What follows belongs to an exercise in optimizing a design on an open flow for small area and a short achievable clock period; a production flow would make more cautious choices. At most, simulation tests tie the RTL to the original design; equivalence was not proved.

==> inputs of onyx <==
==> flow/design.v (excerpt) <==
module aes_round_core (
	input logic i_clk,
	input logic i_rst,
	input logic i_valid,
	input logic i_decrypt,
	input logic i_skip_mix,
	input aes_gf_pkg::aes_state_t i_state,
	output logic o_valid,
	output aes_gf_pkg::aes_state_t o_state
);
export LEC_CHECK = 0
export CAP_MARGIN = 20
export CORE_MARGIN = 2
export CORE_UTILIZATION = 40
export CTS_CLUSTER_DIAMETER = 50
export CTS_CLUSTER_SIZE = 30
export SETUP_SLACK_MARGIN = 3.0
export SLEW_MARGIN = 20
export SYNTH_HIERARCHICAL = 1
create_clock -name core_clock -period 5.5 [get_ports {i_clk}]
run.sh (not shown) runs the stock make flow with config.mk's settings and CLKGATE_MAP_FILE= SYNTH_SCRIPT=/design/flow/synth_recipe.tcl, a recipe that flattens the netlist after the stock synthesis.
==> indigo (differences from onyx) <==
- CTS_CLUSTER_DIAMETER: 50 -> unset
- CTS_CLUSTER_SIZE: 30 -> unset
- SETUP_SLACK_MARGIN: 3.0 -> 3.2
==> xenon (differences from onyx) <==
- CTS_CLUSTER_DIAMETER: 50 -> unset
- CTS_CLUSTER_SIZE: 30 -> unset
==> garnet (differences from onyx) <==
- CTS_CLUSTER_DIAMETER: 50 -> 80
- CTS_CLUSTER_SIZE: 30 -> 24
==> qor summary <==
| quantity | onyx | garnet | xenon | indigo |
|---|---|---|---|---|
| Non-Clock Buffer Area Fraction | 6.75% | 6.87% | 6.89% | 9.34% |
| Post-CTS Setup Repair Bufs | 64 | 67 | 67 | 246 |
| Router iterations before antenna repair | 6 | 5 | 5 | 5 |
| Hold Path Sink | dec_d[2]$_DFF_P_ | dec_d[2]$_DFF_P_ | dec_d[2]$_DFF_P_ | skip_d[3]$_DFF_P_ |
| DRT met1 WL | 44.7 mm | 44.8 mm | 45.4 mm | 48.5 mm |
| Standard cell area after detailed placement | 46000 sq um | 46000 sq um | 46000 sq um | 47400 sq um |
| Largest net degree at the start of global routing | 119 | 119 | 119 | 133 |
| CP peak stage delay | 0.40 ns | 0.42 ns | 0.41 ns | 0.38 ns |
| Post-layout minimum cycle time | 2.45 ns | 2.53 ns | 2.47 ns | 2.53 ns |
| Critical path data required time | 4.40 ns | 5.96 ns | 4.40 ns | 5.96 ns |
| Logic depth of the worst path, buffers included | 1 | 9 | 1 | 10 |
| H-Tree Level Count | 3 | 2 | 3 | 3 |
| Routed length on met3 | 4.51 mm | 3.78 mm | 4.16 mm | 2.87 mm |
| Number of cells upsized or downsized after cts | 342 | 344 | 335 | 975 |
| Buffer and inverter count on the worst path | 1 | 0 | 1 | 1 |
| Clock tree buffer count of the final layout | 98 | 43 | 90 | 92 |
| Clock network area share | 5.69% | 2.75% | 4.55% | 4.29% |
| Growth of design area from synthesis to finish | 27.3% | 23.7% | 25.9% | 38.9% |
| Run status | timing/DRC/antenna clean | timing/DRC/antenna clean | timing/DRC/antenna clean | timing/DRC/antenna clean |
| Insertion delay of the later-clocked pin in the worst-skew pair | 0.65 ns | 0.63 ns | 0.63 ns | 0.65 ns |
| Setup CP Type | flop to output pin | flop to flop | flop to output pin | flop to flop |
| Setup slack after placement | 2.46 ns | 2.46 ns | 2.46 ns | 2.45 ns |

* * *

==> 08-08: inputs <==
aes_round_core, a different RTL version from the one above (not shown whole).
Design aes_round_core, start of the top module:
module aes_round_core (
	input logic i_clk,
	input logic i_rst,
	input logic i_valid,
	input logic i_decrypt,
	input logic i_skip_mix,
	input aes_gf_pkg::aes_state_t i_state,
	output logic o_valid,
	output aes_gf_pkg::aes_state_t o_state
);
export LEC_CHECK = 0
export CAP_MARGIN = 20
export CORE_MARGIN = 2
export CORE_UTILIZATION = 40
export SETUP_SLACK_MARGIN = 3.1
export SLEW_MARGIN = 20
export SYNTH_HIERARCHICAL = 1
create_clock -name core_clock -period 5.5 [get_ports {i_clk}]
standard.sh (not shown) runs the stock make flow with config.mk's settings and CLKGATE_MAP_FILE= SYNTH_SCRIPT=/design/flow/synth_recipe.tcl, a recipe that flattens the netlist after the stock synthesis.
==> flow/flow/run.sh <==
#!/bin/bash
# The standard layout (the standard.sh, all ORFS steps unchanged), except
# that buffer_ports uses buf_1 cells for the input and output port buffers
# instead of the delay buffer it picks by default; repair still resizes them.
set -e
export BUFFER_PORTS_ARGS="-buffer_cell sky130_fd_sc_hd__buf_1"
bash standard.sh > standard.log 2>&1
==> inputs of 03-21, as changes to 08-08 <==
SETUP_SLACK_MARGIN = 3.0   (was 3.1)
==> inputs of 12-19, as changes to 08-08 <==
CORE_UTILIZATION = 50   (was 40)
PLACE_DENSITY = 0.75   (was unset)
SETUP_SLACK_MARGIN = 3.0   (was 3.1)
==> comparison <==
Fmax: 08-08 > 03-21 > 12-19. Of 03-21 and 12-19, 12-19 has the higher clock skew (gap 0.0048 ns). In 12-19 the worst hold slack is worse than in 03-21, by 0.0013 ns. Clock-buffer cell count: 08-08 < 03-21 < 12-19. Global-route usage: 12-19 is higher than 03-21 (3.8 points). In synthesized cell count, 12-19 and 03-21 do not differ. Of 12-19 and 08-08, 08-08 has the higher die area (gap 20%, measured against 08-08).

* * *

==> try-harbor: inputs <==
aes_round_core, a different RTL version from the one above (not shown whole).
clock: 5.5 ns
lec_check: 0
cap_margin: 20
core_margin: 2
core_utilization: 40
setup_slack_margin: 2.8
slew_margin: 20
synth_hierarchical: 1
run.sh (not shown) runs the stock make flow with config.mk's settings and CLKGATE_MAP_FILE= SYNTH_SCRIPT=/design/flow/synth_recipe.tcl, a recipe that flattens the netlist after the stock synthesis.
Stock flow here: none of the scripts above is used.
==> try-lagoon: changes against try-harbor <==
SETUP_SLACK_MARGIN = 3.0   (was 2.8)
==> notes <==
In area after synthesis, try-harbor and try-lagoon do not differ.
Die area is the same in try-lagoon and try-harbor.
Setup slack: try-harbor is better than try-lagoon (54 ps).
Of try-harbor and try-lagoon, try-lagoon has the higher non-clock buffer count (gap 196).
Function was not checked in any run of this note: the RTL went through the layout flow alone.

* * *

==> job 7156: inputs <==
Another version of the RTL of aes_round_core (not shown whole).
Settings: LEC_CHECK=0, CAP_MARGIN=20, CORE_MARGIN=2, CORE_UTILIZATION=40, SETUP_SLACK_MARGIN=3.0, SLEW_MARGIN=20, SYNTH_HIERARCHICAL=1; clock period 5.5 ns.
standard.sh (not shown) runs the stock make flow with config.mk's settings and CLKGATE_MAP_FILE= SYNTH_SCRIPT=/design/flow/synth_recipe.tcl, a recipe that flattens the netlist after the stock synthesis.
Scripts as last shown in full above: flow/flow/run.sh
==> job 1612 (differences from job 7156) <==
==> flow/run.sh (new file) <==
#!/bin/bash
# synth_recipe.tcl (not shown) runs the flow's synth.tcl, then flattens the netlist and writes it again
# the make line also repeats each setting of config.mk as NAME=value (left out here)
make -C /OpenROAD-flow-scripts/flow DESIGN_CONFIG=/design/flow/config.mk WORK_HOME=/design/flow/orfs CLKGATE_MAP_FILE= SYNTH_SCRIPT=/design/flow/synth_recipe.tcl finish
Settings changed: CTS_BUF_LIST set to sky130_fd_sc_hd__clkbuf_8, SETUP_SLACK_MARGIN 3.0 to 2.8.
removed: flow/flow/run.sh
removed: flow/standard.sh
==> job 5140 (differences from job 7156) <==
==> flow/run.sh (new file) <==
#!/bin/bash
# synth_recipe.tcl (not shown) runs the flow's synth.tcl, then flattens the netlist and writes it again
# the make line also repeats each setting of config.mk as NAME=value (left out here)
make -C /OpenROAD-flow-scripts/flow DESIGN_CONFIG=/design/flow/config.mk WORK_HOME=/design/flow/orfs CLKGATE_MAP_FILE= SYNTH_SCRIPT=/design/flow/synth_recipe.tcl finish
Settings changed: SETUP_SLACK_MARGIN 3.0 to 2.6.
removed: flow/flow/run.sh
removed: flow/standard.sh
==> impl_metrics.toml <==
[sta]
whs_ns = 0.2896

[detailed_routing]
num_vias = 27630

[run_status]
outcome = "finished clean"

[cells_and_area]
multi_input_area_mm2 = 0.03242
[end of results for job 1612]
==> impl_metrics.toml <==
[sta]
finalMaxSlewViolations = 0
whs_ns = 0.3256

[detailed_routing]
num_vias = 27960

[run_status]
outcome = "finished clean"

[cells_and_area]
multi_input_area_mm2 = 0.03397
[end of results for job 7156]
==> impl_metrics.toml <==
[run_status]
outcome = "finished clean"

[synthesis]
yosys.area.top_type = "xor2_1"

[cells_and_area]
multi_input_area_mm2 = 0.03058

[sta]
whs_ns = 0.3233
[end of results for job 5140]
No run of this note included a check of the RTL's function; only the layout flow was run.

* * *

==> run a: inputs <==
aes_round_core, a different RTL version from the one above (not shown whole).
==> module aes_round_core, before the edit <==
module aes_round_core (
	input logic i_clk,
	input logic i_rst,
	input logic i_valid,
	input logic i_decrypt,
	input logic i_skip_mix,
	input aes_gf_pkg::aes_state_t i_state,
	output logic o_valid,
	output aes_gf_pkg::aes_state_t o_state
);
	localparam int BW = 8;
	localparam bit CUT_IN0 = 1'b0;
	localparam bit CUT_IN = 1'b0;
	localparam bit CUT_MID = 1'b1;
	localparam bit CUT_INV = 1'b1;
	localparam bit CUT_OUT = 1'b0;
	localparam int N_SB = int'(CUT_IN) + int'(CUT_MID) + int'(CUT_INV) + int'(CUT_OUT);
	aes_gf_pkg::aes_state_t state_0;
	aes_round_pkg::round_ctrl_t ctrl_0;
	generate
		if (CUT_IN0) begin : g_cut_in0
			always_ff @(posedge i_clk) begin
				state_0 <= i_state;
				ctrl_0.decrypt <= i_decrypt;
				ctrl_0.skip_mix <= i_skip_mix;
				if (i_rst)
					ctrl_0.valid <= 1'b0;
				else
					ctrl_0.valid <= i_valid;
			end
		end else begin : g_pass_in0
			assign state_0 = i_state;
			assign ctrl_0.decrypt = i_decrypt;
			assign ctrl_0.skip_mix = i_skip_mix;
			assign ctrl_0.valid = i_valid & ~i_rst;
		end
	endgenerate
	aes_gf_pkg::aes_state_t src_fwd;
	aes_gf_pkg::aes_state_t src_inv;
	aes_gf_pkg::aes_state_t lane_bytes;
	aes_row_shifter u_shifter (
		.i_state(state_0),
		.o_fwd(src_fwd),
		.o_inv(src_inv)
	);
	for (genvar k = 0; k < 16; k++)
	begin : g_lane
		aes_sbox_lane #(
			.CUT_IN(CUT_IN),
			.CUT_MID(CUT_MID),
			.CUT_INV(CUT_INV),
			.CUT_OUT(CUT_OUT)
		) u_lane (
			.i_clk(i_clk),
			.i_decrypt(ctrl_0.decrypt),
			.i_byte_enc(src_fwd[(16-1-k)*BW +: BW]),
			.i_byte_dec(src_inv[(16-1-k)*BW +: BW]),
			.o_byte(lane_bytes[(16-1-k)*BW +: BW])
		);
	end
	aes_round_pkg::round_ctrl_t ctrl_d [N_SB+1];
	assign ctrl_d[0] = ctrl_0;
	for (genvar i = 0; i < N_SB; i++)
	begin : g_ctrl
		always_ff @(posedge i_clk) begin
			ctrl_d[i+1].decrypt <= ctrl_d[i].decrypt;
			ctrl_d[i+1].skip_mix <= ctrl_d[i].skip_mix;
			if (i_rst)
				ctrl_d[i+1].valid <= 1'b0;
			else
				ctrl_d[i+1].valid <= ctrl_d[i].valid;
		end
	end
	aes_gf_pkg::aes_state_t mixed;
	aes_column_mixer u_mixer (
		.i_decrypt(ctrl_d[N_SB].decrypt),
		.i_skip_mix(ctrl_d[N_SB].skip_mix),
		.i_bytes(lane_bytes),
		.o_state(mixed)
	);
	always_ff @(posedge i_clk)
	begin
		o_state <= mixed;
		if (i_rst)
			o_valid <= 1'b0;
		else
			o_valid <= ctrl_d[N_SB].valid;
	end
endmodule
==> flow/config.mk <==
export PLATFORM = sky130hd
export DESIGN_NAME = aes_round_core
export DESIGN_NICKNAME = aes_round_core
export VERILOG_FILES = /design/flow/design.v
export SDC_FILE = /design/flow/constraint.sdc
export NUM_CORES = 4
export LEC_CHECK = 0
export CAP_MARGIN = 20
export CORE_MARGIN = 2
export CORE_UTILIZATION = 40
export SETUP_SLACK_MARGIN = 3.2
export SLEW_MARGIN = 20
==> flow/constraint.sdc <==
create_clock -name core_clock -period 5.5 [get_ports {i_clk}]
set_input_delay 1.1000 -clock core_clock [delete_from_list [all_inputs] [get_ports {i_clk}]]
set_output_delay 1.1000 -clock core_clock [all_outputs]
set_load 0.01 [all_outputs]
run.sh (not shown) runs the stock make flow with config.mk's settings and CLKGATE_MAP_FILE= SYNTH_SCRIPT=/design/flow/synth_recipe.tcl, a recipe that flattens the netlist after the stock synthesis.
Stock flow here: none of the scripts above is used.
==> run b (differences from run a) <==
--- a/flow/design.v
+++ b/flow/design.v
@@ -110,10 +110,11 @@
 	end
 endmodule
 module aes_sbox_lane #(
 	parameter bit CUT_IN = 1'b0,
 	parameter bit CUT_MID = 1'b0,
+	parameter bit CUT_D = 1'b0,
 	parameter bit CUT_INV = 1'b0,
 	parameter bit CUT_OUT = 1'b0
 ) (
 	input logic i_clk,
 	input logic i_decrypt,
@@ -132,10 +133,12 @@
 	logic dec_1;
 	aes_gf_pkg::gf_nibble_t a, b, c;
 	aes_gf_pkg::gf_nibble_t a_q, b_q, c_q;
 	logic dec_2;
 	aes_gf_pkg::gf_nibble_t d;
+	aes_gf_pkg::gf_nibble_t a_r, b_r, d_r;
+	logic dec_2r;
 	aes_gf_pkg::gf_byte_t inv;
 	aes_gf_pkg::gf_byte_t inv_q;
 	logic dec_3;
 	logic [10:1] t;
 	aes_gf_pkg::gf_byte_t out_enc;
@@ -194,20 +197,35 @@
 			assign c_q = c;
 			assign dec_2 = dec_1;
 		end
 	endgenerate
 	assign d = aes_gf_pkg::gf4_inv(c_q);
-	assign inv = {aes_gf_pkg::gf4_mul(d, b_q), aes_gf_pkg::gf4_mul(d, a_q)};
+	generate
+		if (CUT_D) begin : g_cut_d
+			always_ff @(posedge i_clk) begin
+				a_r <= a_q;
+				b_r <= b_q;
+				d_r <= d;
+				dec_2r <= dec_2;
+			end
+		end else begin : g_pass_d
+			assign a_r = a_q;
+			assign b_r = b_q;
+			assign d_r = d;
+			assign dec_2r = dec_2;
+		end
+	endgenerate
+	assign inv = {aes_gf_pkg::gf4_mul(d_r, b_r), aes_gf_pkg::gf4_mul(d_r, a_r)};
 	generate
 		if (CUT_INV) begin : g_cut_inv
 			always_ff @(posedge i_clk) begin
 				inv_q <= inv;
-				dec_3 <= dec_2;
+				dec_3 <= dec_2r;
 			end
 		end else begin : g_pass_inv
 			assign inv_q = inv;
-			assign dec_3 = dec_2;
+			assign dec_3 = dec_2r;
 		end
 	endgenerate
 	assign t[1] = inv_q[7] ^ inv_q[3];
 	assign t[2] = inv_q[6] ^ inv_q[4];
 	assign t[3] = inv_q[6] ^ inv_q[0];
@@ -275,15 +293,16 @@
 	output logic o_valid,
 	output aes_gf_pkg::aes_state_t o_state
 );
 	localparam int BW = 8;
 	localparam bit CUT_IN0 = 1'b0;
-	localparam bit CUT_IN = 1'b0;
+	localparam bit CUT_IN = 1'b1;
 	localparam bit CUT_MID = 1'b1;
+	localparam bit CUT_D = 1'b0;
 	localparam bit CUT_INV = 1'b1;
-	localparam bit CUT_OUT = 1'b0;
-	localparam int N_SB = int'(CUT_IN) + int'(CUT_MID) + int'(CUT_INV) + int'(CUT_OUT);
+	localparam bit CUT_OUT = 1'b1;
+	localparam int N_SB = int'(CUT_IN) + int'(CUT_MID) + int'(CUT_D) + int'(CUT_INV) + int'(CUT_OUT);
 	aes_gf_pkg::aes_state_t state_0;
 	aes_round_pkg::round_ctrl_t ctrl_0;
 	generate
 		if (CUT_IN0) begin : g_cut_in0
 			always_ff @(posedge i_clk) begin
@@ -313,44 +332,49 @@
 	for (genvar k = 0; k < 16; k++)
 	begin : g_lane
 		aes_sbox_lane #(
 			.CUT_IN(CUT_IN),
 			.CUT_MID(CUT_MID),
+			.CUT_D(CUT_D),
 			.CUT_INV(CUT_INV),
 			.CUT_OUT(CUT_OUT)
 		) u_lane (
 			.i_clk(i_clk),
 			.i_decrypt(ctrl_0.decrypt),
 			.i_byte_enc(src_fwd[(16-1-k)*BW +: BW]),
 			.i_byte_dec(src_inv[(16-1-k)*BW +: BW]),
 			.o_byte(lane_bytes[(16-1-k)*BW +: BW])
 		);
 	end
-	aes_round_pkg::round_ctrl_t ctrl_d [N_SB+1];
-	assign ctrl_d[0] = ctrl_0;
+	logic [N_SB:0] valid_d;
+	logic [N_SB:0] dec_d;
+	logic [N_SB:0] skip_d;
+	assign valid_d[0] = ctrl_0.valid;
+	assign dec_d[0] = ctrl_0.decrypt;
+	assign skip_d[0] = ctrl_0.skip_mix;
 	for (genvar i = 0; i < N_SB; i++)
 	begin : g_ctrl
 		always_ff @(posedge i_clk) begin
-			ctrl_d[i+1].decrypt <= ctrl_d[i].decrypt;
-			ctrl_d[i+1].skip_mix <= ctrl_d[i].skip_mix;
+			dec_d[i+1] <= dec_d[i];
+			skip_d[i+1] <= skip_d[i];
 			if (i_rst)
-				ctrl_d[i+1].valid <= 1'b0;
+				valid_d[i+1] <= 1'b0;
 			else
-				ctrl_d[i+1].valid <= ctrl_d[i].valid;
+				valid_d[i+1] <= valid_d[i];
 		end
 	end
 	aes_gf_pkg::aes_state_t mixed;
 	aes_column_mixer u_mixer (
-		.i_decrypt(ctrl_d[N_SB].decrypt),
-		.i_skip_mix(ctrl_d[N_SB].skip_mix),
+		.i_decrypt(dec_d[N_SB]),
+		.i_skip_mix(skip_d[N_SB]),
 		.i_bytes(lane_bytes),
 		.o_state(mixed)
 	);
 	always_ff @(posedge i_clk)
 	begin
 		o_state <= mixed;
 		if (i_rst)
 			o_valid <= 1'b0;
 		else
-			o_valid <= ctrl_d[N_SB].valid;
+			o_valid <= valid_d[N_SB];
 	end
 endmodule
==> run c (differences from run a) <==
--- a/flow/design.v
+++ b/flow/design.v
@@ -275,12 +275,12 @@
 	output logic o_valid,
 	output aes_gf_pkg::aes_state_t o_state
 );
 	localparam int BW = 8;
 	localparam bit CUT_IN0 = 1'b0;
-	localparam bit CUT_IN = 1'b0;
-	localparam bit CUT_MID = 1'b1;
+	localparam bit CUT_IN = 1'b1;
+	localparam bit CUT_MID = 1'b0;
 	localparam bit CUT_INV = 1'b1;
 	localparam bit CUT_OUT = 1'b0;
 	localparam int N_SB = int'(CUT_IN) + int'(CUT_MID) + int'(CUT_INV) + int'(CUT_OUT);
 	aes_gf_pkg::aes_state_t state_0;
 	aes_round_pkg::round_ctrl_t ctrl_0;
--- a/flow/config.mk
+++ b/flow/config.mk
@@ -6,7 +6,6 @@
 export NUM_CORES = 4
 export LEC_CHECK = 0
 export CAP_MARGIN = 20
 export CORE_MARGIN = 2
 export CORE_UTILIZATION = 40
-export SETUP_SLACK_MARGIN = 3.2
 export SLEW_MARGIN = 20
==> qor summary <==
                                                                                      run b                     run a                     run c
Most common cell after layout, fill and taps aside                 sky130_fd_sc_hd__xnor2_1  sky130_fd_sc_hd__nand2_1  sky130_fd_sc_hd__xnor2_1
Number of antenna violations at the first check in global routing                         4                         3                         8
Minimum period implied by the final worst setup slack                               2.26 ns                   2.71 ns                   4.03 ns
Top routing layer in use                                                               met4                      met5                      met5
Non-clock buffer total of the final layout                                              329                       748                       267
Final period util                                                                     41.1%                     49.3%                     73.3%
Result of the run                                                            finished clean            finished clean            finished clean
Critical Path Fanout Max                                                                  1                         5                        16
Ant diodes                                                                                1                         3                         6
Register-to-Register Path Depth                                                           8                         5                         9
Detailed-routed wire length on met3                                            5400 microns              4870 microns              3320 microns
Via/cell ratio                                                                         5.12                      5.41                      5.42
Util after Layout                                                                     46.2%                     53.0%                     45.3%
Complex-gate fraction of the synthesized area                                         17.6%                     24.3%                     24.1%
Total nets after synthesis                                                             6166                      5369                      4566
Critical path startpoint category                                                  register                input port                  register
Detailed-route wire length per cell                                            15.7 microns              16.3 microns              15.4 microns
Die footprint                                                                  126000 sq um              105000 sq um               88500 sq um
Storage cell area                                                               14600 sq um                9110 sq um                7730 sq um
Global-route wire length before repair                                       191000 microns            177000 microns            142000 microns
Reg-to-reg slack, setup                                                             3.25 ns                   3.36 ns                   1.47 ns
No run of this note included a check of the RTL's function; only the layout flow was run.

## static timing again, ports no longer ideal
In the flow no input, the clock included, has a driving cell. The finished layouts below were timed again as built, in two steps.
Step 1 assumes that a clkbuf_16 drives the clock port and a buf_2 every other input.
Step 2 times the ports against the registers' clock, not the clock port: input delays grow and output delays shrink by t, the midpoint of the rising clock arrivals with the driver on.
a / b / c = no drivers / after step 1 / after step 2; a / b = the first two.
run	t, ns	setup slack, ns	worst register clock-pin slew, ns
onyx	0.716	3.051 / 2.978 / 2.441	0.07 / 0.07
indigo	0.700	2.973 / 2.973 / 2.604	0.07 / 0.07
xenon	0.694	3.033 / 2.963 / 2.466	0.07 / 0.07
garnet	0.686	2.968 / 2.968 / 2.454	0.10 / 0.10
08-08	0.702	3.143 / 3.131 / 2.838	0.07 / 0.07
03-21	0.704	3.066 / 3.066 / 2.584	0.07 / 0.07
12-19	0.667	2.990 / 2.990 / 2.777	0.07 / 0.07
try-harbor	0.690	2.568 / 2.568 / 2.081	0.07 / 0.07
try-lagoon	0.696	2.514 / 2.514 / 2.222	0.07 / 0.07
job 7156	0.702	3.031 / 2.958 / 2.618	0.06 / 0.06
job 1612	0.820	2.863 / 2.818 / 2.358	0.07 / 0.07
job 5140	0.700	2.713 / 2.642 / 2.422	0.06 / 0.06
run a	0.708	2.787 / 2.636 / 1.928	0.07 / 0.07
run b	0.737	3.238 / 3.162 / 2.552	0.06 / 0.06
run c	0.642	1.470 / 1.470 / 1.470	0.07 / 0.07
After both steps setup and hold are still met in every run listed. For run a, which loses most, drivers alone change the setup slack by -0.151 ns; drivers and shift together by -0.859 ns.
